What follows belongs to an exercise in optimizing a design on an open flow for small area and a short achievable clock period; a production flow would make more cautious choices. Only simulation tests tie the RTL to the original design; equivalence was not proved. Power and IR drop assume default switching activity.

## job 3548
// spi_ram
module spi_ram #(
   parameter int MEM_DEPTH = 256,
   parameter int ADDR_SIZE = 8,
   parameter int AUTO_INC  = 1
) (
   input  logic       clk,
   input  logic       rst_n,
   input  logic [9:0] rx_data,
   input  logic       rx_valid,
   output logic [7:0] tx_data,
   output logic       tx_valid,
   output logic       err,
   output logic [7:0] err_count
);
Size: about 4,300 cells after synthesis, roughly 2,200 flip-flops, roughly 0.078 mm^2 of cells after synthesis.
export LEC_CHECK = 0
export CAP_MARGIN = 20
export CORE_MARGIN = 2
export CORE_UTILIZATION = 65
export CTS_BUF_LIST = sky130_fd_sc_hd__clkbuf_8 sky130_fd_sc_hd__clkbuf_16
export CTS_CLUSTER_DIAMETER = 100
export CTS_CLUSTER_SIZE = 30
export SETUP_SLACK_MARGIN = 2.4
export SLEW_MARGIN = 20
export SYNTH_HIERARCHICAL = 1
create_clock -name core_clock -period 4.4 [get_ports {clk}]
run.sh (not shown) runs the stock make flow with config.mk's settings and CLKGATE_MAP_FILE= SYNTH_SCRIPT=/design/flow/synth_recipe.tcl, a recipe that flattens the netlist after the stock synthesis.
Job 3548 | stages: all done | timing, DRC, antenna: all pass
For job 4825, these inputs were changed with respect to job 3548:
- CTS_BUF_LIST removed (was sky130_fd_sc_hd__clkbuf_8 sky130_fd_sc_hd__clkbuf_16)
- SETUP_SLACK_MARGIN changed from 2.4 to 2.3
[summary]
- Job 4825 vs job 3548, routed length on met2 went up by 1500 um.
- On job 4825: area growth from synthesis to final layout is 0.61 points lower than what job 3548 gave.
- Job 4825 vs job 3548, number of inserted filler cells in the final layout went up by about 1.6%.
- Fraction of power consumed by combinational cells across job 3548 and job 4825: no real change.
- Relative to job 3548, fraction of standard cell area that is sequential increased by 0.41 points in job 4825.
- Job 3548 has a higher final period utilization than job 4825.
- For job 4825, the capturing instance or port of the critical path was tx_data[6], unlike job 3548, where it was tx_data[5].
Relative to job 4825, the following input files were edited for job 8266:
- an added CTS_BUF_LIST of sky130_fd_sc_hd__clkbuf_8 sky130_fd_sc_hd__clkbuf_16
- a change of SETUP_SLACK_MARGIN from 2.3 to 2.4
==> flow/flow/run.sh (new file) <==
#!/bin/bash
# The standard layout (standard.sh, synthesis through finish, final DEF in
# out/), changed in one way only: the buffer that buffer_ports puts on every
# input and output port is a plain sky130_fd_sc_hd__buf_4 instead of the delay
# cell it picks by default, which the footprint-matched repair cannot resize.
# make's full output goes to make_finish.log; ORFS keeps each step's log under
# orfs/logs/.
set -euo pipefail
bash standard.sh "BUFFER_PORTS_ARGS=-buffer_cell sky130_fd_sc_hd__buf_4" finish > make_finish.log 2>&1
==> flow/standard.sh (new file) <==
#!/bin/bash
# synth_recipe.tcl (not shown) runs the flow's synth.tcl, then flattens the netlist and writes it again
# the make line also repeats each setting of config.mk as NAME=value (left out here)
make -C /OpenROAD-flow-scripts/flow DESIGN_CONFIG=/design/flow/config.mk WORK_HOME=/design/flow/orfs CLKGATE_MAP_FILE= SYNTH_SCRIPT=/design/flow/synth_recipe.tcl "${@:-finish}"
removed: flow/run.sh
Results
Looking at maximum frequency, job 8266 sits about 0.33% below job 4825.
Delta (job 8266 minus job 4825): worst setup slack after layout has decreased; cell area about even.
#### Input delta (job 596 over job 8266)
- CTS_BUF_LIST no longer set, was sky130_fd_sc_hd__clkbuf_8 sky130_fd_sc_hd__clkbuf_16
==> flow/run.sh (new file) <==
#!/bin/bash
# synth_recipe.tcl (not shown) runs the flow's synth.tcl, then flattens the netlist and writes it again
# the make line also repeats each setting of config.mk as NAME=value (left out here)
make -C /OpenROAD-flow-scripts/flow DESIGN_CONFIG=/design/flow/config.mk WORK_HOME=/design/flow/orfs CLKGATE_MAP_FILE= SYNTH_SCRIPT=/design/flow/synth_recipe.tcl finish
removed: flow/flow/run.sh
removed: flow/standard.sh
--- outcome ---
Largest stage delay on the critical path delta (job 596 -> job 8266): insignificant. The initial DRC count of job 596 falls short of that of job 8266 by about 1.8%. Job 596: sequential share of cell area is 0.22 points lower than what job 8266 reported. Total area of sequential cells essentially unchanged between job 596 and job 8266. Relative contribution of the clock network to total power delta (job 596 -> job 8266): insignificant. Maximum number of pins on one net before global-route repair: job 8266 and job 596 compared, lower one is job 8266. Job 8266 -> job 596: ratio of final minimum period to clock period flat. Worst hold slack in job 596 vs job 8266: up 0.079 ns. Global placer's final weighted congestion in job 596 is 0.025 above job 8266. ~same post-route cell area in job 8266 and job 596.

what the ideal ports hide:
In the flow no input, the clock included, has a driving cell. The finished layouts below were timed again as built, in two steps.
Step 1 assumes that a clkbuf_16 drives the clock port and a buf_2 every other input.
Step 2 also shifts input and output timing later by t, the mid clock arrival at the registers, as if the neighbouring blocks saw the same clock.
Slacks: no drivers / after step 1 / after step 2; pairs: no drivers / after step 1.
| run | t, ns | setup WS [ns] | latest minus earliest clock arrival (ns) | worst register clock-pin slew, ns | pins driven straight from the clock port |
|---|---|---|---|---|---|
| job 3548 | 0.782 | 2.237 / 2.159 / 1.648 | 0.024 / 0.023 | 0.12 / 0.12 | 1 |
| job 4825 | 0.787 | 2.245 / 2.164 / 1.491 | 0.029 / 0.028 | 0.12 / 0.12 | 1 |
| job 8266 | 0.780 | 2.237 / 2.167 / 1.719 | 0.039 / 0.040 | 0.12 / 0.12 | 1 |
| job 596 | 0.778 | 2.239 / 2.161 / 1.600 | 0.025 / 0.024 | 0.12 / 0.12 | 1 |
After both steps setup and hold are still met in every run listed. The setup slack of job 4825, which loses most, moves by -0.081 ns with the drivers and by -0.754 ns with both steps.
